Source: an optimization exercise on an open RTL-to-GDS flow (aim: small area, a short achievable clock period and few clock cycles). Production flows keep margins and buffers that such runs may drop.
At most, simulation tests tie the RTL to the original design; equivalence was not proved.
Only the layout flow was run in run 1; the RTL was not checked for function there.
Power is estimated from default activity; no workload was simulated.

`design.v`:
```
`default_nettype none
package rv32_pkg;
  localparam int unsigned RegCount = 32;
  typedef enum logic [2:0] {
    ST_DONE    = 3'd0,
    ST_READ    = 3'd1,
    ST_WRITE   = 3'd2,
    ST_ECALL   = 3'd3,
    ST_ILLEGAL = 3'd4,
    ST_FAULT   = 3'd5,
    ST_STRAY   = 3'd6
  } status_e;
  typedef enum logic [2:0] {
    PK_LB  = 3'd0,
    PK_LH  = 3'd1,
    PK_LW  = 3'd2,
    PK_LBU = 3'd3,
    PK_LHU = 3'd4,
    PK_ST  = 3'd5
  } pkind_e;
  localparam logic [0:0] CMD_EXEC = 1'b0;
  localparam logic [6:0] OP_LUI    = 7'h37;
  localparam logic [6:0] OP_AUIPC  = 7'h17;
  localparam logic [6:0] OP_JAL    = 7'h6f;
  localparam logic [6:0] OP_JALR   = 7'h67;
  localparam logic [6:0] OP_BRANCH = 7'h63;
  localparam logic [6:0] OP_LOAD   = 7'h03;
  localparam logic [6:0] OP_STORE  = 7'h23;
  localparam logic [6:0] OP_IMM    = 7'h13;
  localparam logic [6:0] OP_REG    = 7'h33;
  localparam logic [6:0] OP_SYSTEM = 7'h73;
  localparam logic [31:0] INSN_ECALL = 32'h0000_0073;
  typedef enum logic [3:0] {
    AOP_ADD, AOP_SUB, AOP_SLL, AOP_SLT, AOP_SLTU, AOP_XOR,
    AOP_SRL, AOP_SRA, AOP_OR, AOP_AND, AOP_PASSB, AOP_MUL
  } aop_e;
  typedef enum logic [2:0] {
    BR_NONE, BR_EQ, BR_NE, BR_LT, BR_GE, BR_LTU, BR_GEU, BR_ALWAYS
  } br_e;
  typedef struct packed {
    logic [4:0]  rs1;
    logic [4:0]  rs2;
    logic [4:0]  rd;
    logic        wr_en;
    logic        b_imm;       
    logic        a_pc;        
    logic [31:0] imm;
    aop_e        aop;
    logic [2:0]  mfunc;       
    logic        is_div;
    br_e         br;
    logic        jalr;        
    logic        link;        
    logic        load;
    logic        store;
    pkind_e      lkind;
    logic [2:0]  size;
    status_e     st;
    logic        comp;
  } dec_t;
  typedef enum logic [2:0] {
    S_IDLE, S_EXEC, S_MUL, S_DIV, S_DIVFIX, S_OUT
  } state_e;
  typedef struct packed {
    logic take_in;
    logic exec;
    logic mul_go;
    logic div_start;
    logic div_step;
    logic finish;
  } cmd_t;
  typedef struct packed {
    logic is_resp;
    logic is_mul;
    logic is_div;
    logic div_last;
  } sts_t;
  function automatic logic [31:0] sx12(input logic [11:0] v);
    sx12 = {{20{v[11]}}, v};
  endfunction
endpackage
`default_nettype wire
`default_nettype none
import rv32_pkg::*;
module rv32_decode (
  input  logic [31:0]       insn_i,
  output rv32_pkg::dec_t    dec_o
);
  logic [6:0]  op;
  logic [2:0]  f3, cf3;
  logic [6:0]  f7;
  logic [4:0]  crd, rs2c, p1, p2;
  logic [31:0] ci, jo, bo, wo, i4, i16, ilui, lwsp, swsp;
  always_comb begin
    op = insn_i[6:0];
    f3 = insn_i[14:12];
    f7 = insn_i[31:25];
    cf3 = insn_i[15:13];
    crd = insn_i[11:7];
    rs2c = insn_i[6:2];
    p1 = {2'b01, insn_i[9:7]};
    p2 = {2'b01, insn_i[4:2]};
    ci = {{26{insn_i[12]}}, insn_i[12], insn_i[6:2]};
    jo = {{21{insn_i[12]}}, insn_i[8], insn_i[10:9], insn_i[6], insn_i[7], insn_i[2],
          insn_i[11], insn_i[5:3], 1'b0};
    bo = {{24{insn_i[12]}}, insn_i[6:5], insn_i[2], insn_i[11:10], insn_i[4:3], 1'b0};
    wo = {25'd0, insn_i[5], insn_i[12:10], insn_i[6], 2'b00};
    i4 = {22'd0, insn_i[10:7], insn_i[12:11], insn_i[5], insn_i[6], 2'b00};
    i16 = {{23{insn_i[12]}}, insn_i[4:3], insn_i[5], insn_i[2], insn_i[6], 4'd0};
    ilui = {{15{insn_i[12]}}, insn_i[6:2], 12'd0};
    lwsp = {24'd0, insn_i[3:2], insn_i[12], insn_i[6:4], 2'b00};
    swsp = {24'd0, insn_i[8:7], insn_i[12:9], 2'b00};
    dec_o = '0;
    dec_o.aop = AOP_ADD;
    dec_o.br = BR_NONE;
    dec_o.lkind = PK_LB;
    dec_o.st = ST_DONE;
    if (insn_i[1:0] == 2'b11) begin
      dec_o.rs1 = insn_i[19:15];
      dec_o.rs2 = insn_i[24:20];
      dec_o.rd = insn_i[11:7];
      dec_o.imm = {{20{insn_i[31]}}, insn_i[31:20]};
      case (op)
        OP_LUI: begin
          dec_o.wr_en = 1'b1; dec_o.b_imm = 1'b1; dec_o.aop = AOP_PASSB;
          dec_o.imm = {insn_i[31:12], 12'd0};
        end
        OP_AUIPC: begin
          dec_o.wr_en = 1'b1; dec_o.b_imm = 1'b1; dec_o.a_pc = 1'b1;
          dec_o.imm = {insn_i[31:12], 12'd0};
        end
        OP_JAL: begin
          dec_o.link = 1'b1; dec_o.br = BR_ALWAYS;
          dec_o.imm = {{12{insn_i[31]}}, insn_i[19:12], insn_i[20], insn_i[30:21], 1'b0};
        end
        OP_JALR: begin
          if (f3 != 3'd0) dec_o.st = ST_ILLEGAL;
          else begin
            dec_o.link = 1'b1; dec_o.jalr = 1'b1;
          end
        end
        OP_BRANCH: begin
          dec_o.imm = {{20{insn_i[31]}}, insn_i[7], insn_i[30:25], insn_i[11:8], 1'b0};
          case (f3)
            3'd0: dec_o.br = BR_EQ;
            3'd1: dec_o.br = BR_NE;
            3'd4: dec_o.br = BR_LT;
            3'd5: dec_o.br = BR_GE;
            3'd6: dec_o.br = BR_LTU;
            3'd7: dec_o.br = BR_GEU;
            default: dec_o.st = ST_ILLEGAL;
          endcase
        end
        OP_LOAD: begin
          case (f3)
            3'd0: begin dec_o.lkind = PK_LB; dec_o.size = 3'd1; end
            3'd1: begin dec_o.lkind = PK_LH; dec_o.size = 3'd2; end
            3'd2: begin dec_o.lkind = PK_LW; dec_o.size = 3'd4; end
            3'd4: begin dec_o.lkind = PK_LBU; dec_o.size = 3'd1; end
            3'd5: begin dec_o.lkind = PK_LHU; dec_o.size = 3'd2; end
            default: dec_o.st = ST_ILLEGAL;
          endcase
          dec_o.load = (dec_o.st == ST_DONE);
          dec_o.b_imm = 1'b1;
        end
        OP_STORE: begin
          dec_o.imm = {{20{insn_i[31]}}, insn_i[31:25], insn_i[11:7]};
          dec_o.b_imm = 1'b1;
          case (f3)
            3'd0: dec_o.size = 3'd1;
            3'd1: dec_o.size = 3'd2;
            3'd2: dec_o.size = 3'd4;
            default: dec_o.st = ST_ILLEGAL;
          endcase
          dec_o.store = (dec_o.st == ST_DONE);
        end
        OP_IMM: begin
          dec_o.b_imm = 1'b1;
          if ((f3 == 3'd1 && f7 != 7'd0) ||
              (f3 == 3'd5 && f7 != 7'd0 && f7 != 7'h20)) dec_o.st = ST_ILLEGAL;
          else begin
            dec_o.wr_en = 1'b1;
            case (f3)
              3'd0: dec_o.aop = AOP_ADD;
              3'd1: dec_o.aop = AOP_SLL;
              3'd2: dec_o.aop = AOP_SLT;
              3'd3: dec_o.aop = AOP_SLTU;
              3'd4: dec_o.aop = AOP_XOR;
              3'd5: dec_o.aop = f7[5] ? AOP_SRA : AOP_SRL;
              3'd6: dec_o.aop = AOP_OR;
              default: dec_o.aop = AOP_AND;
            endcase
          end
        end
        OP_REG: begin
          dec_o.mfunc = f3;
          if (f7 == 7'h01) begin
            dec_o.wr_en = 1'b1;
            dec_o.aop = AOP_MUL;
            dec_o.is_div = f3[2];
          end else if (f7 == 7'd0 || (f7 == 7'h20 && (f3 == 3'd0 || f3 == 3'd5))) begin
            dec_o.wr_en = 1'b1;
            case (f3)
              3'd0: dec_o.aop = f7[5] ? AOP_SUB : AOP_ADD;
              3'd1: dec_o.aop = AOP_SLL;
              3'd2: dec_o.aop = AOP_SLT;
              3'd3: dec_o.aop = AOP_SLTU;
              3'd4: dec_o.aop = AOP_XOR;
              3'd5: dec_o.aop = f7[5] ? AOP_SRA : AOP_SRL;
              3'd6: dec_o.aop = AOP_OR;
              default: dec_o.aop = AOP_AND;
            endcase
          end else dec_o.st = ST_ILLEGAL;
        end
        OP_SYSTEM: dec_o.st = (insn_i == INSN_ECALL) ? ST_ECALL : ST_ILLEGAL;
        default: dec_o.st = ST_ILLEGAL;
      endcase
    end else begin
      dec_o.comp = 1'b1;
      case (insn_i[1:0])
        2'b00: begin
          case (cf3)
            3'd0: begin
              dec_o.rs1 = 5'd2; dec_o.rd = p2; dec_o.imm = i4; dec_o.b_imm = 1'b1;
              if (i4 == 32'd0) dec_o.st = ST_ILLEGAL; else dec_o.wr_en = 1'b1;
            end
            3'd2: begin
              dec_o.rs1 = p1; dec_o.rd = p2; dec_o.imm = wo; dec_o.b_imm = 1'b1;
              dec_o.load = 1'b1; dec_o.lkind = PK_LW; dec_o.size = 3'd4;
            end
            3'd6: begin
              dec_o.rs1 = p1; dec_o.rs2 = p2; dec_o.imm = wo; dec_o.b_imm = 1'b1;
              dec_o.store = 1'b1; dec_o.size = 3'd4;
            end
            default: dec_o.st = ST_ILLEGAL;
          endcase
        end
        2'b01: begin
          case (cf3)
            3'd0: begin
              dec_o.rs1 = crd; dec_o.rd = crd; dec_o.imm = ci; dec_o.b_imm = 1'b1;
              dec_o.wr_en = 1'b1;
            end
            3'd1: begin
              dec_o.rd = 5'd1; dec_o.link = 1'b1; dec_o.br = BR_ALWAYS; dec_o.imm = jo;
            end
            3'd2: begin
              dec_o.rd = crd; dec_o.imm = ci; dec_o.b_imm = 1'b1; dec_o.aop = AOP_PASSB;
              dec_o.wr_en = 1'b1;
            end
            3'd3: begin
              if (crd == 5'd2) begin
                dec_o.rs1 = 5'd2; dec_o.rd = 5'd2; dec_o.imm = i16; dec_o.b_imm = 1'b1;
                if (i16 == 32'd0) dec_o.st = ST_ILLEGAL; else dec_o.wr_en = 1'b1;
              end else begin
                dec_o.rd = crd; dec_o.imm = ilui; dec_o.b_imm = 1'b1;
                dec_o.aop = AOP_PASSB;
                if (ilui == 32'd0) dec_o.st = ST_ILLEGAL; else dec_o.wr_en = 1'b1;
              end
            end
            3'd4: begin
              dec_o.rs1 = p1; dec_o.rd = p1; dec_o.rs2 = p2;
              case (insn_i[11:10])
                2'd0, 2'd1: begin
                  dec_o.imm = {27'd0, rs2c}; dec_o.b_imm = 1'b1;
                  dec_o.aop = insn_i[10] ? AOP_SRA : AOP_SRL;
                  if (insn_i[12]) dec_o.st = ST_ILLEGAL; else dec_o.wr_en = 1'b1;
                end
                2'd2: begin
                  dec_o.imm = ci; dec_o.b_imm = 1'b1; dec_o.aop = AOP_AND;
                  dec_o.wr_en = 1'b1;
                end
                default: begin
                  case (insn_i[6:5])
                    2'd0: dec_o.aop = AOP_SUB;
                    2'd1: dec_o.aop = AOP_XOR;
                    2'd2: dec_o.aop = AOP_OR;
                    default: dec_o.aop = AOP_AND;
                  endcase
                  if (insn_i[12]) dec_o.st = ST_ILLEGAL; else dec_o.wr_en = 1'b1;
                end
              endcase
            end
            3'd5: begin dec_o.br = BR_ALWAYS; dec_o.imm = jo; end
            3'd6: begin dec_o.rs1 = p1; dec_o.br = BR_EQ; dec_o.imm = bo; end
            default: begin dec_o.rs1 = p1; dec_o.br = BR_NE; dec_o.imm = bo; end
          endcase
        end
        default: begin
          case (cf3)
            3'd0: begin
              dec_o.rs1 = crd; dec_o.rd = crd; dec_o.imm = {27'd0, rs2c};
              dec_o.b_imm = 1'b1; dec_o.aop = AOP_SLL;
              if (crd == 5'd0 || insn_i[12]) dec_o.st = ST_ILLEGAL;
              else dec_o.wr_en = 1'b1;
            end
            3'd2: begin
              dec_o.rs1 = 5'd2; dec_o.rd = crd; dec_o.imm = lwsp; dec_o.b_imm = 1'b1;
              dec_o.lkind = PK_LW; dec_o.size = 3'd4;
              if (crd == 5'd0) dec_o.st = ST_ILLEGAL; else dec_o.load = 1'b1;
            end
            3'd4: begin
              dec_o.rs1 = crd; dec_o.rs2 = rs2c;
              if (rs2c != 5'd0) begin
                dec_o.rd = crd; dec_o.wr_en = 1'b1;
                if (!insn_i[12]) begin
                  dec_o.rs1 = 5'd0;   
                end
              end else if (crd == 5'd0) dec_o.st = ST_ILLEGAL;
              else begin
                dec_o.jalr = 1'b1;
                if (insn_i[12]) begin
                  dec_o.link = 1'b1; dec_o.rd = 5'd1;
                end
              end
            end
            3'd6: begin
              dec_o.rs1 = 5'd2; dec_o.rs2 = rs2c; dec_o.imm = swsp; dec_o.b_imm = 1'b1;
              dec_o.store = 1'b1; dec_o.size = 3'd4;
            end
            default: dec_o.st = ST_ILLEGAL;
          endcase
        end
      endcase
    end
  end
endmodule
`default_nettype wire
`default_nettype none
import rv32_pkg::*;
module rv32_datapath (
  input  logic        clk_i,
  input  logic        rst_ni,
  input  logic        i_valid_i,
  input  logic        i_cmd_i,
  input  logic [31:0] i_data_i,
  input  logic        i_ok_i,
  input  logic [4:0]  i_rs1_i,
  input  logic [4:0]  i_rs2_i,
  output logic        i_adv_o,
  output logic        out_valid_o,
  input  logic        out_ready_i,
  output logic [2:0]  status_o,
  output logic [31:0] access_address_o,
  output logic [2:0]  access_size_o,
  output logic [31:0] write_data_o,
  output logic [31:0] next_pc_o
);
  logic [31:0] rf_q [1:31];
  logic [31:0] rfv_q;
  logic        ex_we;           
  logic [4:0]  ex_wa;
  logic [31:0] ex_wd;
  logic        go;              
  rv32_pkg::dec_t dec;
  rv32_decode u_dec (.insn_i(i_data_i), .dec_o(dec));
  logic [31:0] sel1, sel2;
  logic [31:0] r1, r2, v1, v2, w1, w2;
  logic        e1, e2;
  always_comb begin
    for (int r = 0; r < 32; r++) begin
      sel1[r] = (i_rs1_i == 5'(r)) && rfv_q[r];
      sel2[r] = (i_rs2_i == 5'(r)) && rfv_q[r];
    end
    r1 = '0;
    r2 = '0;
    for (int r = 1; r < 32; r++) begin
      r1 = r1 | ({32{sel1[r]}} & rf_q[r]);
      r2 = r2 | ({32{sel2[r]}} & rf_q[r]);
    end
    e1 = ex_we && ex_wa == i_rs1_i;
    e2 = ex_we && ex_wa == i_rs2_i;
    w1 = (md_wr && mrd_q == i_rs1_i) ? md_res : r1;
    w2 = (md_wr && mrd_q == i_rs2_i) ? md_res : r2;
    v1 = e1 ? ex_wd : w1;
    v2 = e2 ? ex_wd : w2;
  end
  logic        vd_q;
  logic        d_resp, d_ok;
  logic [31:0] d_a, d_b, d_x;
  logic [4:0]  d_rd;
  logic        d_wr;            
  logic        d_md, d_div;     
  logic [2:0]  d_mf;
  logic        d_sub;
  logic [3:0]  d_aop;
  logic [2:0]  d_br;
  logic        d_jalr, d_link, d_apc, d_comp;
  logic        d_mem, d_store, d_load;
  rv32_pkg::pkind_e d_lkind;
  logic [2:0]  d_size;
  logic [2:0]  d_st;
  logic        bsel, xst;
  logic [31:0] bw, xw, sw, se;
  always_comb begin
    bsel = dec.b_imm || dec.jalr;
    xst = !i_cmd_i && dec.store;
    case (dec.size)
      3'd1:    begin sw = {24'd0, w2[7:0]};  se = {24'd0, ex_wd[7:0]};  end
      3'd2:    begin sw = {16'd0, w2[15:0]}; se = {16'd0, ex_wd[15:0]}; end
      default: begin sw = w2;                se = ex_wd;                end
    endcase
    bw = bsel ? dec.imm : w2;
    xw = i_cmd_i ? i_data_i : (dec.store ? sw : dec.imm);
  end
  logic d_en, hold, md_pend, d_mdp;
  function automatic logic hits(input logic [4:0] r, input rv32_pkg::dec_t d);
    hits = r != 5'd0 && (i_rs1_i == r || i_rs2_i == r || d.rd == r);
  endfunction
  always_comb begin
    md_pend = ms_q != M_IDLE && !(ms_q == M_FIN && (md_wr || mrd_q == 5'd0));
    d_mdp = vd_q && d_md;
    hold = !i_cmd_i && (((md_pend || d_mdp) && dec.wr_en && dec.aop == AOP_MUL) ||
                        (md_pend && hits(mrd_q, dec)) || (d_mdp && hits(d_rd, dec)));
  end
  assign d_en = !vd_q || go;
  assign i_adv_o = d_en && !hold;
  always_ff @(posedge clk_i or negedge rst_ni) begin
    if (!rst_ni) vd_q <= 1'b0;
    else if (d_en) vd_q <= i_valid_i && !hold;
  end
  always_ff @(posedge clk_i) begin
    if (d_en) begin
      d_resp  <= i_cmd_i;
      d_ok    <= i_ok_i;
      d_a     <= v1;
      d_b     <= (e2 && !bsel) ? ex_wd : bw;
      d_x     <= (e2 && xst) ? se : xw;
      d_rd    <= dec.rd;
      d_wr    <= !i_cmd_i && (dec.link || (dec.wr_en && dec.aop != AOP_MUL)) && dec.rd != 5'd0;
      d_md    <= !i_cmd_i && dec.wr_en && dec.aop == AOP_MUL;
      d_div   <= dec.is_div;
      d_mf    <= dec.mfunc;
      d_sub   <= dec.aop == AOP_SUB || dec.aop == AOP_SLT || dec.aop == AOP_SLTU ||
                 (dec.br != BR_NONE && dec.br != BR_ALWAYS);
      d_aop   <= dec.aop;
      d_br    <= dec.br;
      d_jalr  <= dec.jalr;
      d_link  <= dec.link;
      d_apc   <= dec.a_pc;
      d_comp  <= dec.comp;
      d_mem   <= dec.st == ST_DONE && (dec.load || dec.store);
      d_store <= dec.store;
      d_load  <= dec.load;
      d_lkind <= dec.lkind;
      d_size  <= dec.size;
      d_st    <= dec.st != ST_DONE ? dec.st : dec.load ? ST_READ : dec.store ? ST_WRITE : ST_DONE;
    end
  end
  logic [31:0] pc_q;
  logic        pend_q;
  logic [4:0]  pdest_q;
  rv32_pkg::pkind_e pkind_q;
  logic [32:0] addr_sum;
  logic [31:0] sum;
  logic        ltu, lt, eq;
  assign addr_sum = {1'b0, d_a} + {1'b0, d_b ^ {32{d_sub}}} + {32'd0, d_sub};
  assign sum = addr_sum[31:0];
  assign ltu = !addr_sum[32];
  assign lt = (d_a[31] != d_b[31]) ? d_a[31] : sum[31];
  assign eq = d_a == d_b;
  logic        shl;
  logic [31:0] sh_in, sh_r, sh_out;
  logic [32:0] sh_ext;
  always_comb begin
    shl = d_aop == AOP_SLL;
    for (int i = 0; i < 32; i++) sh_in[i] = shl ? d_a[31 - i] : d_a[i];
    sh_ext = {d_aop == AOP_SRA && d_a[31], sh_in};
    sh_r = 32'($signed(sh_ext) >>> d_b[4:0]);
    for (int i = 0; i < 32; i++) sh_out[i] = shl ? sh_r[31 - i] : sh_r[i];
  end
  logic [31:0] alu_r;
  always_comb begin
    case (d_aop)
      AOP_SLL, AOP_SRL, AOP_SRA: alu_r = sh_out;
      AOP_SLT:   alu_r = {31'd0, lt};
      AOP_SLTU:  alu_r = {31'd0, ltu};
      AOP_XOR:   alu_r = d_a ^ d_b;
      AOP_OR:    alu_r = d_a | d_b;
      AOP_AND:   alu_r = d_a & d_b;
      AOP_PASSB: alu_r = d_b;
      default:   alu_r = sum;
    endcase
  end
  logic [31:0] tgt, pc_inc, pc_nx;
  logic        take;
  assign tgt = pc_q + d_x;
  assign pc_inc = pc_q + (d_comp ? 32'd2 : 32'd4);
  always_comb begin
    case (d_br)
      BR_EQ:     take = eq;
      BR_NE:     take = !eq;
      BR_LT:     take = lt;
      BR_GE:     take = !lt;
      BR_LTU:    take = ltu;
      BR_GEU:    take = !ltu;
      BR_ALWAYS: take = 1'b1;
      default:   take = 1'b0;
    endcase
    if (d_resp) pc_nx = pc_q;
    else if (d_jalr) pc_nx = {sum[31:1], 1'b0};
    else if (take) pc_nx = tgt;
    else pc_nx = pc_inc;
  end
  logic [31:0] ldv;
  always_comb begin
    case (pkind_q)
      PK_LB:   ldv = {{24{d_x[7]}}, d_x[7:0]};
      PK_LH:   ldv = {{16{d_x[15]}}, d_x[15:0]};
      PK_LBU:  ldv = {24'd0, d_x[7:0]};
      PK_LHU:  ldv = {16'd0, d_x[15:0]};
      default: ldv = d_x;
    endcase
  end
    localparam logic [2:0] M_IDLE = 3'd0, M_MUL = 3'd1, M_NORM = 3'd2, M_DIV = 3'd3,
                         M_FIN = 3'd4, M_NEG = 3'd5, M_CLZ = 3'd6;
  logic [2:0]  ms_q;
  logic [4:0]  mc_q;           
  logic [32:0] p_hi;
  logic [31:0] p_lo;
  logic [32:0] dv_q;           
  logic        qneg_q, rneg_q, bz_q, mdiv_q;
  logic [2:0]  mmf_q;
  logic [4:0]  mrd_q;
  logic [31:0] md_res;
  logic        md_wr, md_start;
  logic [33:0] mc_c;           
  logic        mci_q;          
  logic        msa_q, msb_q;   
  logic [41:0] ops [13];
  logic [41:0] l1 [8];
  logic [41:0] l2 [6];
  logic [41:0] l3 [4];
  logic [41:0] l4s, l4c, l5s, l5c;
  logic [8:0]  mlow;
  logic        mlast;
  logic [32:0] mres;
  function automatic logic [83:0] csa(input logic [41:0] x, input logic [41:0] y,
                                      input logic [41:0] z);
    csa = {x ^ y ^ z, ((x & y) | (x & z) | (y & z)) << 1};
  endfunction
  always_comb begin
    mlast = mc_q == 5'd3;
    for (int j = 0; j < 8; j++) ops[j] = p_lo[j] ? (42'(dv_q[31:0]) << j) : '0;
    ops[8] = {8'd0, p_hi};
    ops[9] = {8'd0, mc_c};
    ops[10] = msa_q ? {2'd0, ~p_lo[7:0], 32'd0} : '0;
    ops[11] = (mlast && msb_q) ? {2'd0, ~dv_q[31:0], 8'd0} : '0;
    ops[12] = mlast ? 42'({msa_q && msb_q, msa_q ^ msb_q}) << 8 : '0;
    for (int k = 0; k < 4; k++) {l1[2*k], l1[2*k+1]} = csa(ops[3*k], ops[3*k+1], ops[3*k+2]);
    for (int k = 0; k < 2; k++) {l2[2*k], l2[2*k+1]} = csa(l1[3*k], l1[3*k+1], l1[3*k+2]);
    {l2[4], l2[5]} = csa(l1[6], l1[7], ops[12]);
    {l3[0], l3[1]} = csa(l2[0], l2[1], l2[2]);
    {l3[2], l3[3]} = csa(l2[3], l2[4], l2[5]);
    {l4s, l4c} = csa(l3[0], l3[1], l3[2]);
    {l5s, l5c} = csa(l4s, l4c, l3[3]);
    mlow = {1'b0, l5s[7:0]} + {1'b0, l5c[7:0]} + {8'd0, mci_q};
    mres = 33'(p_hi) + 33'(mc_c) + {32'd0, mci_q};
  end
  logic [5:0]  lzr, lzd;
  logic signed [6:0] kdiff;
  logic [32:0] dtrial;
  logic [31:0] amag, bmag;
  always_comb begin
    lzr = 6'd32;
    for (int i = 0; i < 32; i++) if (p_hi[i]) lzr = 6'(31 - i);
    lzd = 6'd32;
    for (int i = 0; i < 32; i++) if (dv_q[i]) lzd = 6'(31 - i);
    kdiff = $signed({1'b0, lzd}) - $signed({1'b0, lzr});
    dtrial = {1'b0, p_hi[31:0]} - {1'b0, dv_q[31:0]};
    amag = (!mmf_q[0] && p_hi[31]) ? -p_hi[31:0] : p_hi[31:0];
    bmag = (!mmf_q[0] && dv_q[31]) ? -dv_q[31:0] : dv_q[31:0];
  end
  assign md_start = d_en && i_valid_i && !hold && !i_cmd_i && dec.wr_en && dec.aop == AOP_MUL;
  always_ff @(posedge clk_i or negedge rst_ni) begin
    if (!rst_ni) begin
      ms_q <= M_IDLE;
    end else begin
      case (ms_q)
        M_IDLE:  if (md_start) ms_q <= dec.is_div ? M_NEG : M_MUL;
        M_NEG:   ms_q <= M_CLZ;
        M_CLZ:   ms_q <= (bz_q || kdiff[6]) ? M_FIN : M_NORM;
        M_MUL:   if (mlast) ms_q <= M_FIN;
        M_NORM:  ms_q <= M_DIV;
        M_DIV:   if (mc_q == 5'd0) ms_q <= M_FIN;
        M_FIN:   if (md_start) ms_q <= dec.is_div ? M_NEG : M_MUL;
                 else if (md_wr || mrd_q == 5'd0) ms_q <= M_IDLE;
        default: ms_q <= M_IDLE;
      endcase
    end
  end
  always_ff @(posedge clk_i) begin
    if (md_start) begin
      mc_q <= '0;
      mc_c <= '0;
      mci_q <= 1'b0;
      msa_q <= (dec.mfunc == 3'd1 || dec.mfunc == 3'd2) && v1[31];
      msb_q <= dec.mfunc == 3'd1 && v2[31];
      mdiv_q <= dec.is_div;
      mmf_q <= dec.mfunc;
      mrd_q <= dec.rd;
      p_hi <= {1'b0, dec.is_div ? v1 : 32'd0};
      p_lo <= v2;
      dv_q <= {1'b0, dec.is_div ? v2 : v1};
    end else case (ms_q)
      M_NEG: begin
        p_hi <= {1'b0, amag};
        p_lo <= '0;
        dv_q <= {1'b0, bmag};
        bz_q <= dv_q[31:0] == 32'd0;
        qneg_q <= !mmf_q[0] && (p_hi[31] ^ dv_q[31]);
        rneg_q <= !mmf_q[0] && p_hi[31];
      end
      M_MUL: begin
        mc_q <= mc_q + 5'd1;
        p_hi <= l5s[40:8];
        mc_c <= l5c[41:8];
        mci_q <= mlow[8];
        p_lo <= {mlow[7:0], p_lo[31:8]};
      end
      M_CLZ: mc_q <= kdiff[4:0];
      M_NORM: dv_q <= {1'b0, dv_q[31:0] << mc_q};
      M_DIV: begin
        mc_q <= mc_q - 5'd1;
        if (!dtrial[32]) p_hi <= {1'b0, dtrial[31:0]};
        p_lo <= {p_lo[30:0], !dtrial[32]};
        dv_q <= {2'b0, dv_q[31:1]};
      end
      default: ;
    endcase
  end
  always_comb begin
    if (!mdiv_q) md_res = (mmf_q == 3'd0) ? p_lo : mres[31:0];
    else if (mmf_q[1]) md_res = rneg_q ? -p_hi[31:0] : p_hi[31:0];
    else if (bz_q) md_res = 32'hffff_ffff;
    else md_res = qneg_q ? -p_lo : p_lo;
  end
  logic vo_q;
  logic resp_wr;
  assign resp_wr = pend_q && d_ok && pkind_q != PK_ST && pdest_q != 5'd0;
  assign go = vd_q && (!vo_q || out_ready_i);
  assign md_wr = ms_q == M_FIN && mrd_q != 5'd0 && !ex_we;
  always_comb begin
    if (d_resp) begin
      ex_we = resp_wr;
      ex_wa = pdest_q;
      ex_wd = ldv;
    end else begin
      ex_we = d_wr;
      ex_wa = d_rd;
      if (d_link) ex_wd = pc_inc;
      else if (d_apc) ex_wd = tgt;
      else ex_wd = alu_r;
    end
    ex_we = ex_we && vd_q;
  end
  logic [31:0] rf_wd;
  assign rf_wd = md_wr ? md_res : ex_wd;
  always_ff @(posedge clk_i) begin
    for (int r = 1; r < 32; r++)
      if ((go && ex_we && ex_wa == 5'(r)) || (md_wr && mrd_q == 5'(r))) rf_q[r] <= rf_wd;
  end
  always_ff @(posedge clk_i or negedge rst_ni) begin
    if (!rst_ni) begin
      rfv_q <= '0;
      pc_q <= '0;
      pend_q <= 1'b0;
      pdest_q <= '0;
      pkind_q <= PK_LB;
      vo_q <= 1'b0;
    end else begin
      for (int r = 1; r < 32; r++)
        if ((go && ex_we && ex_wa == 5'(r)) || (md_wr && mrd_q == 5'(r))) rfv_q[r] <= 1'b1;
      if (go) begin
        pc_q <= pc_nx;
        if (d_resp) pend_q <= 1'b0;
        else begin
          pend_q <= d_mem;
          pdest_q <= d_load ? d_rd : 5'd0;
          pkind_q <= d_load ? d_lkind : PK_ST;
        end
      end
      if (go) vo_q <= 1'b1;
      else if (out_ready_i) vo_q <= 1'b0;
    end
  end
  logic [2:0]  o_st, o_sz;
  logic [31:0] o_ad, o_wd, o_pc;
  always_ff @(posedge clk_i) begin
    if (go) begin
      if (d_resp) begin
        o_st <= !pend_q ? ST_STRAY : (!d_ok ? ST_FAULT : ST_DONE);
        o_ad <= '0; o_sz <= '0; o_wd <= '0;
      end else begin
        o_st <= d_st;
        o_ad <= d_mem ? sum : 32'd0;
        o_sz <= d_mem ? d_size : 3'd0;
        o_wd <= (d_mem && d_store) ? d_x : 32'd0;
      end
      o_pc <= pc_nx;
    end
  end
  assign out_valid_o = vo_q;
  assign status_o = o_st;
  assign access_address_o = o_ad;
  assign access_size_o = o_sz;
  assign write_data_o = o_wd;
  assign next_pc_o = o_pc;
endmodule
`default_nettype wire
`default_nettype none
import rv32_pkg::*;
module rv32_ctrl (
  input  logic        clk_i,
  input  logic        rst_ni,
  input  logic        in_valid_i,
  output logic        in_ready_o,
  input  logic        cmd_i,
  input  logic [31:0] instruction_i,
  input  logic [31:0] read_data_i,
  input  logic        access_ok_i,
  output logic        i_valid_o,
  output logic        i_cmd_o,
  output logic [31:0] i_data_o,
  output logic        i_ok_o,
  output logic [4:0]  i_rs1_o,     
  output logic [4:0]  i_rs2_o,
  input  logic        i_adv_i      
);
  logic        vi_q, vs_q;
  logic        ic_q, sc_q, io_q, so_q;
  logic [31:0] id_q, sd_q;
  logic        accept, take;
  logic [31:0] nd, hd;
  logic [4:0]  r1_q, r2_q;
  rv32_pkg::dec_t hdec;
  assign hd = vs_q ? sd_q : nd;
  rv32_decode u_pdec (.insn_i(hd), .dec_o(hdec));
  assign in_ready_o = !vs_q;
  assign accept = in_valid_i && !vs_q;
  assign nd = cmd_i ? read_data_i : instruction_i;
  assign take = !vi_q || i_adv_i;
  always_ff @(posedge clk_i or negedge rst_ni) begin
    if (!rst_ni) begin
      vi_q <= 1'b0;
      vs_q <= 1'b0;
    end else begin
      if (take) begin
        vi_q <= vs_q || accept;
        vs_q <= 1'b0;
      end else if (accept) begin
        vs_q <= 1'b1;
      end
    end
  end
  always_ff @(posedge clk_i) begin
    if (take) begin
      r1_q <= hdec.rs1;
      r2_q <= hdec.rs2;
      if (vs_q) begin
        ic_q <= sc_q; id_q <= sd_q; io_q <= so_q;
      end else begin
        ic_q <= cmd_i; id_q <= nd; io_q <= access_ok_i;
      end
    end
    if (!vs_q) begin
      sc_q <= cmd_i; sd_q <= nd; so_q <= access_ok_i;
    end
  end
  assign i_valid_o = vi_q;
  assign i_cmd_o = ic_q;
  assign i_data_o = id_q;
  assign i_ok_o = io_q;
  assign i_rs1_o = r1_q;
  assign i_rs2_o = r2_q;
endmodule
`default_nettype wire
`default_nettype none
import rv32_pkg::*;
module rv32imc_instruction_execute (
  input  logic        clk_i,
  input  logic        rst_ni,
  input  logic        in_valid_i,
  output logic        in_ready_o,
  input  logic        cmd_i,
  input  logic [31:0] instruction_i,
  input  logic [31:0] read_data_i,
  input  logic        access_ok_i,
  output logic        out_valid_o,
  input  logic        out_ready_i,
  output logic [2:0]  status_o,
  output logic [31:0] access_address_o,
  output logic [2:0]  access_size_o,
  output logic [31:0] write_data_o,
  output logic [31:0] next_pc_o
);
  logic        i_valid, i_cmd, i_ok, i_adv;
  logic [31:0] i_data;
  logic [4:0]  i_rs1, i_rs2;
  rv32_ctrl u_ctrl (
    .clk_i, .rst_ni, .in_valid_i, .in_ready_o, .cmd_i, .instruction_i,
    .read_data_i, .access_ok_i, .i_valid_o(i_valid), .i_cmd_o(i_cmd),
    .i_data_o(i_data), .i_ok_o(i_ok), .i_rs1_o(i_rs1), .i_rs2_o(i_rs2),
    .i_adv_i(i_adv)
  );
  rv32_datapath u_dp (
    .clk_i, .rst_ni, .i_valid_i(i_valid), .i_cmd_i(i_cmd), .i_data_i(i_data),
    .i_ok_i(i_ok), .i_rs1_i(i_rs1), .i_rs2_i(i_rs2), .i_adv_o(i_adv), .out_valid_o, .out_ready_i, .status_o,
    .access_address_o, .access_size_o, .write_data_o, .next_pc_o
  );
endmodule
`default_nettype wire
```
`flow/run.sh`:
```
#!/bin/bash
set -euo pipefail
bash standard.sh SETUP_SLACK_MARGIN=8.5 finish > std_flow.log 2>&1
```
`standard.sh`:
```
#!/bin/bash
# synth_recipe.tcl (not shown) runs the flow's synth.tcl, then flattens the netlist and writes it again
# the make line also repeats each setting of config.mk as NAME=value (left out here)
make -C /OpenROAD-flow-scripts/flow DESIGN_CONFIG=/design/flow/config.mk WORK_HOME=/design/flow/orfs CLKGATE_MAP_FILE= SYNTH_SCRIPT=/design/flow/synth_recipe.tcl "${@:-finish}"
```
`config.mk`:
```
export PLATFORM = sky130hd
export DESIGN_NAME = rv32imc_instruction_execute
export DESIGN_NICKNAME = rv32imc_instruction_execute
export VERILOG_FILES = /design/flow/design.v
export SDC_FILE = /design/flow/constraint.sdc
export NUM_CORES = 4
export LEC_CHECK = 0
export ABC_CLOCK_PERIOD_IN_PS = 4000
export CAP_MARGIN = 20
export CORE_MARGIN = 2
export CORE_UTILIZATION = 45
export PLACE_DENSITY = 0.6
export SLEW_MARGIN = 20
export TNS_END_PERCENT = 100
```
`constraint.sdc`:
```
create_clock -name core_clock -period 13.0 [get_ports {clk_i}]
set_input_delay 2.6000 -clock core_clock [delete_from_list [all_inputs] [get_ports {clk_i}]]
set_output_delay 2.6000 -clock core_clock [all_outputs]
set_load 0.01 [all_outputs]
```
==> results.json, run 1 <==
{
  "synth_enable_flop_cells": 1377,
  "synth_area_per_cell_um2": 10.5,
  "synthSimpleGateAreaFrac_pct": 12.6,
  "port_buffers": 173,
  "clk_path_buf_depth": 3,
  "r2r_start": "u_dp.p_lo[2]$_DFFE_PN_",
  "yosys.area.top_type": "edfxtp_1",
  "setup_violations": 0,
  "fp.dieH_um": 472,
  "holdBufCountCts": 0,
  "worst_pin_slew_ns": 1.23,
  "synth_mux_area_share_pct": 3.56,
  "yosysMostFrequentCell": "edfxtp_1",
  "hold-path-cell-count": 0,
  "leakage_nw": 43.1,
  "worst-setup-path-type": "flop to flop",
  "gp_congestion": 1.06,
  "post-place-ws_ns": 6.31,
  "relSlewSlack_pct": 17.5,
  "peakVddDrop_mv": 0.212,
  "synth_top_family_by_area": "compound AO/OA/AOI/OAI gates",
  "grt_pass1_wl_um": 727000,
  "grt_pass1_vias": 89000,
  "post-route-util_pct": 54.3,
  "wire_per_inst_um": 42.4,
  "antenna_found_initial": 37,
  "slowest_delay_ns": 0.58,
  "rsz0062_at_grt": "yes",
  "finalSetupTns_ns": 0,
  "clkSlewWorstSetupHoldPaths_ns": 0.06,
  "cp_data_arrival_time_ns": 5.38,
  "multi_input_area_um2": 53300,
  "chipWidth_um": 472,
  "critPathSlowestCell": "fa_1",
  "cts_buffers": 168,
  "syn_to_final_growth_pct": 19.7,
  "outcome": "no timing/DRC/antenna violations",
  "wl_um": 541000,
  "p_total_mw": 30.5,
  "synthCells": 9449,
  "dp.cells": 12100,
  "first_iter_violations": 19900,
  "worst_setup_path_start_kind": "flop",
  "r2r-end": "u_dp.p_lo[31]$_DFFE_PN_",
  "grt_max_degree": 131,
  "coreArea_um2": 218000,
  "crit_top_cell": "fa_1",
  "num-fill-cells": 18800,
  "maxCapViolCount": 0,
  "finClkSkew_ns": 0.0637,
  "slew_violations": 0,
  "hold_end": "u_dp.d_ok$_DFFE_PP_",
  "drive_gt1_share_pct": 18.2,
  "setup_slack_ns": 8.21,
  "synth-async-reset-ratio_pct": 5.16,
  "drc": 0,
  "initial_core_util_pct": 45.4,
  "clockRootBuffer": "clkbuf_16",
  "reg2reg_setup_slack_ns": 8.21,
  "holdCritStartpoint": "u_ctrl.io_q$_DFFE_PN_",
  "synth_compound_area_share_pct": 21.1,
  "power_density_nw_per_um2": 258,
  "ys_types": 104,
  "fin_crit_sh_pct": 36.9,
  "syn-num-nets": 10100,
  "rows": 171,
  "yosysSeqAreaShare_pct": 45.4,
  "ys_seq_elements": 1531,
  "fmax_ghz": 0.209,
  "crit_path_cell_trace": "buf_4 -> clkbuf_16 -> nand2_1 -> fa_1 -> fa_1 -> fa_1 -> inv_1 -> fa_1 -> ha_1 -> ha_1 -> a21oi_1 -> xor2_1 -> nor3_1 -> a221o_1",
  "synth_ff_type": "edfxtp_1",
  "fin_crit_ns": 4.79,
  "register_area_um2": 44800,
  "clkSinkCount": 1531,
  "drt_first_pass_iters": 14,
  "dp_hpwl_um": 352000,
  "cp_data_required_time_ns": 13.58,
  "drt-vias-per-instance": 7.57,
  "cts_tree": "built",
  "clk_latency_ns": 0.89,
  "final_cells": 12800,
  "synth_area_um2": 98800,
  "grt_use_total_pct": 46.5,
  "synth_fa_ha_area_share_pct": 9.88,
  "num_vias": 96800,
  "hp-class": "flop to flop",
  "ys_warn_count": 8,
  "die-area_um2": 223000,
  "final_nets": 10400,
  "yosys-top-cells-count": "edfxtp_1, nand2_1, clkbuf_1",
  "synth_xor_area_share_pct": 2.66,
  "io_pins": 174,
  "finalHoldViolCount": 0,
  "grt.overflow.total": 0,
  "h-tree-depth": 4,
  "critPathCaptureType": "flop",
  "ant_nets": 0,
  "synth_top_area_share_pct": 41.9,
  "crit_fanout": 11,
  "yosys-top-cells-area": "edfxtp_1, fa_1, ha_1",
  "ff2ff_path_depth": 14
}
[report_power, final]
group | switching (mW) | internal [mW] | total [mW]
sequential | 0.962 | 7.13 | 8.10
combinational | 11.8 | 5.53 | 17.3
clock | 2.19 | 2.92 | 5.12
[cells in the final DEF, fill, tap and decap left out, drive strengths merged, types with 245 or more instances in the layout]
| cell type | Yosys | final |
|---|---|---|
| a21oi | 440 | 443 |
| a221oi | 375 | 375 |
| a22o | 321 | 321 |
| a22oi | 350 | 350 |
| buf | 135 | 659 |
| edfxtp | 1377 | 1377 |
| fa | 292 | 292 |
| ha | 312 | 312 |
| inv | 511 | 507 |
| nand2 | 814 | 814 |
| nand3 | 245 | 245 |
| nor2 | 575 | 576 |
| o21ai | 484 | 489 |
[what timing repair did]
item | 4_1_cts | 5_1_grt
gates cloned | 24 | 13
hold endpoints to repair | 0 | 0
resized for setup | 502 | 416
endpoints found under the setup margin | 2437 | 1538
setup buffers | 180 | 149
pin swaps | 87 | 141
[cell type report]
class	count	share of cell area (%)
antenna	33	0.0698
sequential	1531	37.9
timing repair buffer	852	7.26
clock inverter	110	1.19
clock buffer	201	3.75
multi-input combinational	6676	45.0
timing repair inverter	1	0.00423
inverter	523	1.74
tap	2854	3.02
[through the flow]
stage / hold WS [ns] / area (um^2)
after floorplan: 0.400 / 99500
after global placement: 0.423 / 105000
after detailed placement: 0.445 / 105000
after CTS: 0.459 / 115000
after global routing: 0.470 / 118000
final: 0.449 / 118000
[worst max-delay path: cells and delay by family (launching register included)]
kind	cells	cell delay [ns]
AOI/OAI and AO/OA	2	0.48
and+or+nand+nor	2	0.18
adders and majority gates	6	2.68
buffers and inverters	3	0.55
DFF	1	0.44
xor gates and xnor gates	1	0.18
[kinds of logic (layout without fill, tap and decap cells)]
family	count (synthesis)	count (layout)
AOI/OAI and AO/OA	2894	2902
xor gates and xnor gates	300	300
adders and majority gates	605	605
buffers and inverters	1251	1687
DFF	1531	1531
muxes	273	273
other	0	33
and+or+nand+nor	2595	2596
[layer usage]
metal	vias up	share of wire, %	global-route usage, %
met5	-	0.097	0.519
met4	32	9.8	34.1
met3	2965	16	17.5
met2	9839	41	66.4
met1	47000	34	57.3
li1	36900	-	-
[sequential cells by signal (all words and copies together), names as in the netlist, 4 cells and up]
signal        flops
u_dp.rfv_q       31
u_dp.d_aop        4
u_dp.pdest_q      5
u_ctrl.r2_q       5
u_dp.dv_q        32
u_dp.mc_c        34
u_dp.rf_q       992
u_dp.d_b         32
u_dp.mc_q         5
u_dp.d_x         32
u_dp.d_rd         5
u_dp.pc_q        32
u_dp.d_a         32
u_dp.o_pc        32
u_dp.p_hi        33
u_ctrl.r1_q       5
u_ctrl.id_q      32
u_dp.mrd_q        5
u_dp.o_wd        32
u_ctrl.sd_q      32
u_dp.p_lo        32
u_dp.o_ad        32
[worst max-delay path by stage]
stage | from | to | depth (start not counted)
after floorplan | out_ready_i | u_dp.p_lo[26]$_DFFE_PN_ | 7
after global placement | out_ready_i | u_dp.rf_q[2][17]$_DFFE_PP_ | 10
after detailed placement | out_ready_i | u_dp.rf_q[18][19]$_DFFE_PP_ | 9
after CTS | u_dp.dv_q[5]$_DFFE_PP_ | u_dp.p_lo[31]$_DFFE_PN_ | 17
after global routing | u_dp.dv_q[0]$_DFFE_PP_ | u_dp.ms_q[2]$_DFFE_PN0P_ | 27
final | u_dp.p_lo[2]$_DFFE_PN_ | u_dp.p_lo[31]$_DFFE_PN_ | 14
==> run 2, diff against run 1 <==
--- a/design.v
+++ b/design.v
@@ -573,2 +573,5 @@
   end
+  logic [2:0] md_first;
+  assign md_first = !dec.is_div ? M_MUL :
+                    (!dec.mfunc[0] && (v1[31] || v2[31])) ? M_NEG : M_CLZ;
   assign md_start = d_en && i_valid_i && !hold && !i_cmd_i && dec.wr_en && dec.aop == AOP_MUL;
@@ -579,5 +582,5 @@
       case (ms_q)
-        M_IDLE:  if (md_start) ms_q <= dec.is_div ? M_NEG : M_MUL;
+        M_IDLE:  if (md_start) ms_q <= md_first;
         M_NEG:   ms_q <= M_CLZ;
-        M_CLZ:   ms_q <= (bz_q || kdiff[6]) ? M_FIN : M_NORM;
+        M_CLZ:   ms_q <= (lzd[5] || kdiff[6]) ? M_FIN : M_NORM;
         M_MUL:   if (mlast) ms_q <= M_FIN;
@@ -585,3 +588,3 @@
         M_DIV:   if (mc_q == 5'd0) ms_q <= M_FIN;
-        M_FIN:   if (md_start) ms_q <= dec.is_div ? M_NEG : M_MUL;
+        M_FIN:   if (md_start) ms_q <= md_first;
                  else if (md_wr || mrd_q == 5'd0) ms_q <= M_IDLE;
@@ -602,4 +605,6 @@
       p_hi <= {1'b0, dec.is_div ? v1 : 32'd0};
-      p_lo <= v2;
+      p_lo <= dec.is_div ? 32'd0 : v2;
       dv_q <= {1'b0, dec.is_div ? v2 : v1};
+      qneg_q <= !dec.mfunc[0] && (v1[31] ^ v2[31]);
+      rneg_q <= !dec.mfunc[0] && v1[31];
     end else case (ms_q)
@@ -607,7 +612,3 @@
         p_hi <= {1'b0, amag};
-        p_lo <= '0;
         dv_q <= {1'b0, bmag};
-        bz_q <= dv_q[31:0] == 32'd0;
-        qneg_q <= !mmf_q[0] && (p_hi[31] ^ dv_q[31]);
-        rneg_q <= !mmf_q[0] && p_hi[31];
       end
@@ -620,3 +621,6 @@
       end
-      M_CLZ: mc_q <= kdiff[4:0];
+      M_CLZ: begin
+        mc_q <= kdiff[4:0];
+        bz_q <= lzd[5];
+      end
       M_NORM: dv_q <= {1'b0, dv_q[31:0] << mc_q};
==> results.json, run 2 <==
{
  "grt_max_degree": 131,
  "drt-vias-per-instance": 7.47,
  "maxCapViolCount": 0,
  "syn-num-nets": 10100,
  "synth_top_area_share_pct": 41.7,
  "synthCells": 9462,
  "holdBufCountCts": 0,
  "fmax_ghz": 0.200,
  "leakage_nw": 44.1,
  "peakVddDrop_mv": 0.231,
  "yosys.area.top_type": "edfxtp_1",
  "die-area_um2": 224000,
  "clk_latency_ns": 0.89,
  "power_density_nw_per_um2": 258,
  "gp_congestion": 1.05,
  "hp-class": "flop to flop",
  "clkSinkCount": 1531,
  "outcome": "no timing/DRC/antenna violations",
  "yosysMostFrequentCell": "edfxtp_1",
  "chipWidth_um": 473,
  "cp_data_arrival_time_ns": 5.57,
  "layout_common_cells": "edfxtp_1, nand2_1, buf_4, inv_1, nor2_1",
  "relSlewSlack_pct": 17.6,
  "clkSlewWorstSetupHoldPaths_ns": 0.07,
  "wire_per_inst_um": 42.0,
  "drt_first_pass_iters": 17,
  "dp.cells": 12100,
  "synth_enable_flop_cells": 1377,
  "first_iter_violations": 19200,
  "cp_data_required_time_ns": 13.58,
  "ys_types": 104,
  "grt_use_total_pct": 46.0,
  "ant_nets": 0,
  "finalSetupTns_ns": 0,
  "dp_hpwl_um": 352000,
  "reg_top3": "u_dp.rf_q: 992 flops, u_dp.mc_c: 34 flops, u_dp.p_hi: 33 flops",
  "drive_gt1_share_pct": 19.4,
  "synth-async-reset-ratio_pct": 5.16,
  "h-tree-depth": 4,
  "synth_area_um2": 99100,
  "yosys-top-cells-area": "edfxtp_1, fa_1, ha_1",
  "coreArea_um2": 219000,
  "setup_violations": 0,
  "worst_setup_path_start_kind": "flop",
  "grt_pass1_vias": 89300,
  "synth_ff_type": "edfxtp_1",
  "num_vias": 96200,
  "rsz0062_at_grt": "yes",
  "crit_fanout": 4,
  "wl_um": 541000,
  "cts_buffers": 166,
  "finClkSkew_ns": 0.0706,
  "final_nets": 10500,
  "initial_core_util_pct": 45.2,
  "worst-setup-path-type": "flop to flop",
  "syn_to_final_growth_pct": 21.3,
  "io_pins": 174,
  "rows": 172,
  "largest_register_ffs": 992,
  "yosysSeqAreaShare_pct": 45.2,
  "worst_pin_slew_ns": 1.23,
  "antenna_found_initial": 35,
  "drc": 0,
  "yosys-top-cells-count": "edfxtp_1, nand2_1, clkbuf_1",
  "finalHoldViolCount": 0,
  "grt.overflow.total": 0,
  "fin_crit_ns": 4.99,
  "final_common_cell": "edfxtp_1",
  "grt_pass1_wl_um": 723000,
  "clk_path_buf_depth": 3,
  "clockRootBuffer": "clkbuf_16",
  "port_buffers": 173,
  "critPathCaptureType": "flop",
  "synth_area_per_cell_um2": 10.5,
  "cts_tree": "built",
  "ys_warn_count": 8,
  "fp.dieH_um": 473,
  "fin_crit_sh_pct": 38.4,
  "regMostFlops": "u_dp.rf_q",
  "ys_seq_elements": 1531,
  "final_cells": 12900,
  "slew_violations": 0
}
run 2: where the power goes:
part	total [mW]	internal [mW]	switching, mW
clock	4.96	2.77	2.19
sequential	8.00	7.05	0.952
combinational	18.0	6.08	11.9
run 2: metrics by stage:
stage / area (um^2) / util (%) / worst slack (ns) / hold WS, ns / power [mW]
finish: 120000 / 54.8 / 8.01 / 0.458 / 31.0
global route: 120000 / 54.8 / 7.92 / 0.459 / 31.3
CTS: 117000 / 53.2 / 7.99 / 0.464 / 28.6
detailed placement: 105000 / 48.0 / 6.14 / 0.453 / 21.7
global placement: 105000 / 48.0 / 6.14 / 0.423 / 21.6
floorplan: 100000 / - / 5.20 / 0.400 / 14.9
run 2: area by class of cell:
cell class,count,area [um^2]
tap,2871,3590
antenna,14,35.0
clock inverter,97,1200
timing repair buffer,935,9720
sequential,1531,44800
inverter,526,2050
fill,18800,99100
clock buffer,208,4360
multi-input combinational,6701,54400
run 2: path summary, 6_finish.rpt:
check | from | to | slack, ns | cells after the start
setup reg to reg | u_dp.dv_q[2]$_DFFE_PP_ | u_dp.p_lo[31]$_DFFE_PP_ | 8.01 | 19
hold / removal | u_ctrl.io_q$_DFFE_PN_ | u_dp.d_ok$_DFFE_PP_ | 0.46 | 0
max in group asynchronous | rst_ni | u_dp.pc_q[15]$_DFFE_PN0P_ | 9.99 | 2
setup / recovery | u_dp.dv_q[2]$_DFFE_PP_ | u_dp.p_lo[31]$_DFFE_PP_ | 8.01 | 19
min in group asynchronous | rst_ni | u_dp.rfv_q[26]$_DFFE_PN0P_ | 1.71 | 1
hold reg to reg | u_ctrl.io_q$_DFFE_PN_ | u_dp.d_ok$_DFFE_PP_ | 0.46 | 0
run 2: logic make-up after synthesis:
family | Yosys count | synth area share, %
AOI/OAI and AO/OA | 2800 | 20.1
and+or+nand+nor | 2647 | 12.9
DFF | 1531 | 45.2
buffers and inverters | 1245 | 4.79
adders and majority gates | 605 | 9.85
muxes | 343 | 4.57
xor gates and xnor gates | 291 | 2.57
run 2: what timing repair did:
| action | 4_1_cts | 5_1_grt |
|---|---|---|
| endpoints found under the setup margin | 2440 | 1587 |
| gates cloned | 28 | 23 |
| hold endpoints to repair | 0 | 0 |
| setup buffers | 240 | 138 |
| pin swaps | 164 | 170 |
| gates resized for setup | 721 | 404 |
run 2: critical path: stages, from the launching register on:
cell and delay, ns:
edfxtp_1 0.52, inv_4 0.17, nor2_4 0.05, fa_1 0.48
fa_1 0.50, inv_1 0.06, fa_1 0.48, fa_1 0.56
inv_2 0.06, ha_4 0.27, ha_4 0.19, inv_2 0.05
o21bai_1 0.09, a21oi_2 0.21, o21ai_2 0.07, a21oi_2 0.17
xor2_2 0.27, nand2_2 0.17, o211ai_1 0.21, o21ai_1 0.11
run 2: layer usage:
metal	wire, um	GRT usage, %	part of all wire (%)
met5	391	0.216	0.072
met4	53000	32.9	9.8
met3	80200	16.3	15
met2	222000	66.7	41
met1	185000	57.0	34
Testbench counts of run 2, summed over its fixed seeds: cycles 27,994.
==> run 3, diff against run 2 <==
==> flow/run.sh (replaced) <==
#!/bin/bash
set -euo pipefail
bash standard.sh SETUP_SLACK_MARGIN=8 finish > std_flow.log 2>&1
--- a/config.mk
+++ b/config.mk
@@ -10,4 +10,4 @@
 export CORE_MARGIN = 2
-export CORE_UTILIZATION = 45
-export PLACE_DENSITY = 0.6
+export CORE_UTILIZATION = 35
+export PLACE_DENSITY = 0.5
 export SLEW_MARGIN = 20
==> results.json, run 3 <==
{
  "grt_use_total_pct": 36.3,
  "place_area_um2": 107000,
  "cts_buffers": 179,
  "setup_slack_ns": 7.86,
  "ant_nets": 0,
  "regMostFlops": "u_dp.rf_q",
  "final_nets": 10200,
  "reg_top3": "u_dp.rf_q: 992 flops, u_dp.mc_c: 34 flops, u_dp.p_hi: 33 flops",
  "drive_gt1_share_pct": 13.4,
  "final_cells": 13500,
  "port_buffers": 173,
  "worst_setup_path_start_kind": "flop",
  "slew_violations": 0,
  "syn-num-nets": 10100,
  "finalHoldViolCount": 0,
  "yosys-top-cells-area": "edfxtp_1, fa_1, ha_1",
  "yosysSeqAreaShare_pct": 45.2,
  "first_iter_violations": 16300,
  "largest_register_ffs": 992,
  "hp-class": "flop to flop",
  "fin_area_um2": 115000,
  "power_density_nw_per_um2": 251,
  "synth-async-reset-ratio_pct": 5.16,
  "drt_first_pass_iters": 13,
  "worst_pin_slew_ns": 1.29,
  "outcome": "no timing/DRC/antenna violations",
  "clk_path_buf_depth": 4,
  "crit_fanout": 13,
  "post-place-ws_ns": 6.69,
  "rsz0062_at_grt": "yes",
  "rows": 195,
  "grt_pass1_vias": 87100,
  "yosys-top-cells-count": "edfxtp_1, nand2_1, clkbuf_1",
  "fmax_ghz": 0.194,
  "relSlewSlack_pct": 13.2,
  "finClkSkew_ns": 0.0763,
  "io_pins": 174,
  "holdBufCountCts": 0,
  "coreArea_um2": 282000,
  "initial_core_util_pct": 35.1,
  "drc": 0,
  "ys_warn_count": 8,
  "final_common_cell": "edfxtp_1",
  "ys_seq_elements": 1531,
  "cp_data_required_time_ns": 13.69,
  "fin_crit_sh_pct": 39.6,
  "setup_violations": 0,
  "drt-vias-per-instance": 6.86,
  "ys_types": 104,
  "leakage_nw": 41.8,
  "clockRootBuffer": "clkbuf_16",
  "synth_top_area_share_pct": 41.7,
  "yosys.area.top_type": "edfxtp_1",
  "gp_congestion": 1.01,
  "dp_hpwl_um": 366000,
  "h-tree-depth": 4,
  "layout_common_cells": "edfxtp_1, nand2_1, nor2_1, inv_1, a21oi_1",
  "wl_um": 542000,
  "fin_crit_ns": 5.14,
  "synth_enable_flop_cells": 1377,
  "num_vias": 92300,
  "dp.cells": 13000,
  "peakVddDrop_mv": 0.133,
  "grt_max_degree": 69,
  "chipWidth_um": 536,
  "antenna_found_initial": 30,
  "synth_ff_type": "edfxtp_1",
  "synth_area_per_cell_um2": 10.5,
  "p_total_mw": 28.8,
  "clkSlewWorstSetupHoldPaths_ns": 0.06,
  "synthCells": 9462,
  "cp_data_arrival_time_ns": 5.84,
  "grt_pass1_wl_um": 730000,
  "multi_input_area_um2": 51400,
  "synth_area_um2": 99100,
  "syn_to_final_growth_pct": 16.0,
  "maxCapViolCount": 0,
  "num-fill-cells": 27200,
  "yosysMostFrequentCell": "edfxtp_1",
  "finalSetupTns_ns": 0,
  "wire_per_inst_um": 40.2,
  "critPathCaptureType": "flop",
  "register_area_um2": 44800,
  "clkSinkCount": 1531,
  "die-area_um2": 287000,
  "grt.overflow.total": 0,
  "cts_tree": "built",
  "worst-setup-path-type": "flop to flop",
  "fp.dieH_um": 536,
  "clk_latency_ns": 0.91
}
[run 3: changes by cell type in the layout (fill, tap and decap cells not counted), moves of 19 or more]
| cell | previous run | this run |
|---|---|---|
| a21oi_1 | 394 | 428 |
| a21oi_2 | 36 | 11 |
| buf_12 | 82 | 17 |
| buf_4 | 545 | 390 |
| buf_6 | 76 | 30 |
| ha_1 | 287 | 306 |
| ha_4 | 20 | 1 |
| mux2i_1 | 157 | 189 |
| nor2_1 | 482 | 523 |
| nor2_2 | 34 | 7 |
| o21ai_0 | 330 | 415 |
| o21ai_1 | 78 | 35 |
| o21ai_2 | 47 | 16 |
[run 3: per-stage QoR]
stage,hold slack (ns),utilization [%]
after global placement,0.437,37.7
after CTS,0.445,40.3
after global routing,0.446,40.7
after floorplan,0.400,-
after detailed placement,0.437,37.8
final,0.441,40.7
[run 3: cell families (layout without fill, tap and decap cells)]
family	count (synthesis)	after routing	share of synthesized area, %
adder cells (fa/ha/maj)	605	605	9.85
XOR/XNOR	291	291	2.57
buffers and inverters	1245	1482	4.79
AND/OR/NAND/NOR	2647	2649	12.9
AO/OA/AOI/OAI	2800	2802	20.1
other	0	16	0
flip-flops	1531	1531	45.2
multiplexers	343	343	4.57
[run 3: worst paths after layout]
| path | start | to | slack (ns) | cells after the start |
|---|---|---|---|---|
| min in group asynchronous | rst_ni | u_dp.rfv_q[25]$_DFFE_PN0P_ | 1.75 | 1 |
| max reg2reg | u_ctrl.r1_q[1]$_DFFE_PN_ | u_dp.p_hi[0]$_DFFE_PP_ | 7.86 | 13 |
| max in group asynchronous | rst_ni | u_dp.pc_q[23]$_DFFE_PN0P_ | 9.99 | 2 |
| max | u_ctrl.r1_q[1]$_DFFE_PN_ | u_dp.p_hi[0]$_DFFE_PP_ | 7.86 | 13 |
| min | u_ctrl.io_q$_DFFE_PN_ | u_dp.d_ok$_DFFE_PP_ | 0.44 | 0 |
| min reg2reg | u_ctrl.io_q$_DFFE_PN_ | u_dp.d_ok$_DFFE_PP_ | 0.44 | 0 |
[run 3: timing repair]
item | in CTS | in global routing
pin swaps | 15 | 21
gates resized for setup | 120 | 146
buffers inserted | 35 | 48
gates cloned | 3 | 7
setup endpoints to repair | 1224 | 907
[run 3: metal layers]
| metal | vias to the layer above | global-route usage, % | share of wire (%) |
|---|---|---|---|
| met3 | 2045 | 10.5 | 12 |
| met4 | 39 | 23.0 | 8.0 |
| met5 | - | 0.383 | 0.088 |
| li1 | 36400 | - | - |
| met1 | 46200 | 45.4 | 37 |
| met2 | 7605 | 54.7 | 43 |
[run 3: power by group]
group	switching (mW)	internal, mW
clock	2.27	3.22
combinational	10.9	4.41
sequential	0.975	7.06
[run 3: critical path, cell delays in order, from the launching register on]
cell	delay [ns]
edfxtp_1	0.57
nor2b_1	0.81
and3_2	0.69
buf_4	0.44
buf_4	0.45
a22o_1	0.20
a221oi_1	0.05
nand4_1	0.16
nor3_2	0.15
nand2_1	0.11
o21ai_0	0.14
mux2i_1	0.90
nand2_1	0.12
o211ai_1	0.13
[run 3: layout make-up]
cell class                 instances  share of cell area [%]
multi-input combinational       6690                    44.8
sequential                      1531                    39.0
timing repair buffer             627                    4.93
clock buffer                     210                    4.08
tap                             3743                    4.08
inverter                         526                    1.75
clock inverter                   119                    1.34
antenna                           16                  0.0348
==> run 4, diff against run 3 <==
--- a/design.v
+++ b/design.v
@@ -562,2 +562,4 @@
   logic [32:0] dtrial;
+  logic [31:0] asmear;
+  logic        dlt;
   logic [31:0] amag, bmag;
@@ -570,2 +572,4 @@
     dtrial = {1'b0, p_hi[31:0]} - {1'b0, dv_q[31:0]};
+    for (int i = 0; i < 32; i++) asmear[i] = |(p_hi[31:0] >> i);
+    dlt = |(dv_q[31:0] & ~asmear);
     amag = (!mmf_q[0] && p_hi[31]) ? -p_hi[31:0] : p_hi[31:0];
@@ -584,3 +588,3 @@
         M_NEG:   ms_q <= M_CLZ;
-        M_CLZ:   ms_q <= (lzd[5] || kdiff[6]) ? M_FIN : M_NORM;
+        M_CLZ:   ms_q <= (dv_q[31:0] == 32'd0 || dlt) ? M_FIN : M_NORM;
         M_MUL:   if (mlast) ms_q <= M_FIN;
@@ -623,3 +627,3 @@
         mc_q <= kdiff[4:0];
-        bz_q <= lzd[5];
+        bz_q <= dv_q[31:0] == 32'd0;
       end
--- a/config.mk
+++ b/config.mk
@@ -7,7 +7,7 @@
 export LEC_CHECK = 0
-export ABC_CLOCK_PERIOD_IN_PS = 4000
+export ABC_AREA = 1
 export CAP_MARGIN = 20
 export CORE_MARGIN = 2
-export CORE_UTILIZATION = 35
-export PLACE_DENSITY = 0.5
+export CORE_UTILIZATION = 45
+export PLACE_DENSITY = 0.6
 export SLEW_MARGIN = 20
==> results.json, run 4 <==
{
  "outcome": "no timing/DRC/antenna violations",
  "dp_hpwl_um": 384000,
  "register_area_um2": 44800,
  "ys_warn_count": 8,
  "whs_ns": 0.439,
  "num-fill-cells": 20700,
  "num_vias": 100000,
  "cts_buffers": 171,
  "wl_um": 534000,
  "port_buffers": 173,
  "clkSlewWorstSetupHoldPaths_ns": 0.07,
  "synth_area_um2": 101000,
  "rsz0062_at_grt": "yes",
  "finalHoldViolCount": 0,
  "reg_top3": "u_dp.rf_q: 992 flops, u_dp.mc_c: 34 flops, u_dp.p_hi: 33 flops",
  "grt_use_total_pct": 45.3,
  "ant_nets": 0,
  "fin_crit_sh_pct": 40.7,
  "cp_data_arrival_time_ns": 5.89,
  "synth_enable_flop_cells": 1377,
  "crit_fanout": 23,
  "wire_per_inst_um": 35.2,
  "fin_crit_ns": 5.29,
  "yosysSeqAreaShare_pct": 44.6,
  "syn-num-nets": 12500,
  "power_density_nw_per_um2": 253,
  "syn_to_final_growth_pct": 14.3,
  "drt_first_pass_iters": 10,
  "yosys-top-cells-count": "nand2_1, inv_1, edfxtp_1",
  "maxCapViolCount": 0,
  "h-tree-depth": 4,
  "ys_types": 76,
  "synth_area_per_cell_um2": 8.52,
  "grt_pass1_vias": 93500,
  "initial_core_util_pct": 45.3,
  "finalSetupTns_ns": 0,
  "p_total_mw": 29.0,
  "die-area_um2": 227000,
  "final_nets": 12700,
  "slew_violations": 0,
  "critPathCaptureType": "flop",
  "cp_data_required_time_ns": 13.61,
  "clkSinkCount": 1531,
  "io_pins": 174,
  "synth_top_area_share_pct": 41.1,
  "worst-setup-path-type": "flop to flop",
  "clockRootBuffer": "clkbuf_16",
  "grt_pass1_wl_um": 727000,
  "dp.cells": 14700,
  "synth-async-reset-ratio_pct": 5.16,
  "worst_pin_slew_ns": 1.31,
  "clk_path_buf_depth": 3,
  "finClkSkew_ns": 0.0962,
  "fp.dieH_um": 477,
  "largest_register_ffs": 992,
  "relSlewSlack_pct": 12.2,
  "first_iter_violations": 18600,
  "yosys.area.top_type": "edfxtp_1",
  "worst_setup_path_start_kind": "flop",
  "fmax_ghz": 0.189,
  "peakVddDrop_mv": 0.219,
  "clk_latency_ns": 0.94,
  "drt-vias-per-instance": 6.63,
  "drc": 0,
  "regMostFlops": "u_dp.rf_q",
  "leakage_nw": 47.9,
  "hp-class": "flop to flop",
  "cts_tree": "built",
  "setup_violations": 0,
  "synth_ff_type": "edfxtp_1",
  "synthCells": 11800,
  "yosys-top-cells-area": "edfxtp_1, nand2_1, inv_1",
  "drive_gt1_share_pct": 8.55,
  "reg2reg_setup_slack_ns": 7.71,
  "chipWidth_um": 477,
  "antenna_found_initial": 39,
  "grt.overflow.total": 0,
  "rows": 173,
  "gp_congestion": 1.14,
  "final_common_cell": "nand2_1",
  "grt_max_degree": 76,
  "multi_input_area_um2": 48600,
  "final_cells": 15200,
  "coreArea_um2": 222000,
  "yosysMostFrequentCell": "nand2_1",
  "ys_seq_elements": 1531,
  "layout_common_cells": "nand2_1, inv_1, edfxtp_1, o21ai_0, nor2_1"
}
[run 4: cells by family (layout without fill, tap and decap cells)]
group | count (synthesis) | after routing | share of synthesized area (%)
multiplexers | 32 | 32 | 0.319
flip-flops | 1531 | 1531 | 44.6
adder cells (fa/ha/maj) | 604 | 604 | 9.70
AO/OA/AOI/OAI | 2606 | 2609 | 16.2
other | 0 | 30 | 0
XOR/XNOR | 185 | 185 | 1.61
buffers and inverters | 2290 | 2649 | 8.61
AND/OR/NAND/NOR | 4548 | 4551 | 19.0
[run 4: repair_timing]
| action | in CTS | in global routing |
|---|---|---|
| resized for setup | 78 | 132 |
| pin swaps | 12 | 12 |
| setup buffers | 34 | 38 |
| endpoints found under the setup margin | 1202 | 1062 |
| cloned | 5 | 5 |
| hold buffers | 0 | 0 |
[run 4: cell type report]
type / instances / share of cell area (%)
inverter: 1746 / 5.77
multi-input combinational: 7981 / 42.3
antenna: 30 / 0.0654
sequential: 1531 / 39.0
timing repair inverter: 3 / 0.0131
timing repair buffer: 584 / 4.48
clock inverter: 95 / 1.10
clock buffer: 221 / 3.95
tap: 2975 / 3.24
[run 4: power breakdown]
group / internal [mW] / total, mW / switching [mW]
clock: 2.85 / 5.10 / 2.25
sequential: 7.29 / 8.06 / 0.772
combinational: 3.83 / 15.9 / 12.1
[run 4: path summary, 6_finish.rpt]
check	startpoint	to	cells past startpoint
setup / recovery	u_ctrl.r2_q[2]$_DFFE_PN_	u_dp.d_b[10]$_DFFE_PP_	17
hold reg to reg	u_ctrl.io_q$_DFFE_PN_	u_dp.d_ok$_DFFE_PP_	0
min in group asynchronous	rst_ni	u_dp.rfv_q[13]$_DFFE_PN0P_	1
hold / removal	u_ctrl.io_q$_DFFE_PN_	u_dp.d_ok$_DFFE_PP_	0
setup reg to reg	u_ctrl.r2_q[2]$_DFFE_PN_	u_dp.d_b[10]$_DFFE_PP_	17
max in group asynchronous	rst_ni	u_ctrl.vs_q$_DFFE_PN0P_	2
[run 4: through the flow]
step / setup WS (ns) / utilization, % / area (um^2)
after floorplan: 7.33 / - / 101000
after global placement: 5.98 / 48.3 / 107000
after detailed placement: 6.13 / 48.3 / 107000
after CTS: 8.00 / 51.2 / 114000
after global routing: 7.96 / 51.7 / 115000
final: 7.71 / 51.7 / 115000
[run 4: critical path: stages, from the launching register on]
cell and delay, ns:
edfxtp_1 0.52, clkinvlp_4 0.24, nand2_1 0.18, nor2_1 0.08
nand3_1 0.07, buf_4 0.47, clkinvlp_4 0.47, buf_4 0.31
nand2_1 0.07, o2111ai_1 0.33, a21oi_1 0.28, o2111a_1 0.45
nand4_1 0.52, nand2_1 0.22, o21ai_0 0.13, nand2_1 0.10
nand2_1 0.22, o21a_1 0.25
[run 4: metal layers]
metal  GRT usage [%]  vias to the layer above  wire, um
li1                -                    41100         -
met1            55.4                    47800    185000
met2            64.8                     9037    218000
met3            15.9                     2480     75900
met4            36.3                       26     54900
met5           0.336                        -       264
Testbench counts of run 4, summed over its fixed seeds: cycles 27,994.

[port drivers added, routing unchanged]
No port has a modelled driver above. Below, the same layouts with a new extraction and two added sets of constraints. Step 1, drivers: a clkbuf_16 drives clk_i and a buf_2 each remaining input, both assumed. Step 2 also shifts input and output timing later by t, the mid clock arrival at the registers, as if the neighbouring blocks saw the same clock. Slacks: no drivers / after step 1 / after step 2; pairs: no drivers / after step 1.
| run | t (ns) | setup slack, ns | worst slew at a driven data input, ns |
|---|---|---|---|
| run 1 | 0.945 | 8.206 / 8.206 / 7.569 | 0.04 |
| run 2 | 0.944 | 8.010 / 8.010 / 7.604 | 0.05 |
| run 3 | 0.972 | 7.858 / 7.858 / 7.095 | 0.05 |
| run 4 | 0.993 | 7.714 / 7.714 / 7.131 | 0.06 |
After both steps setup and hold are still met in every run listed. The setup slack of run 3, which loses most, moves by 0.000 ns with the drivers and by -0.763 ns with both steps.
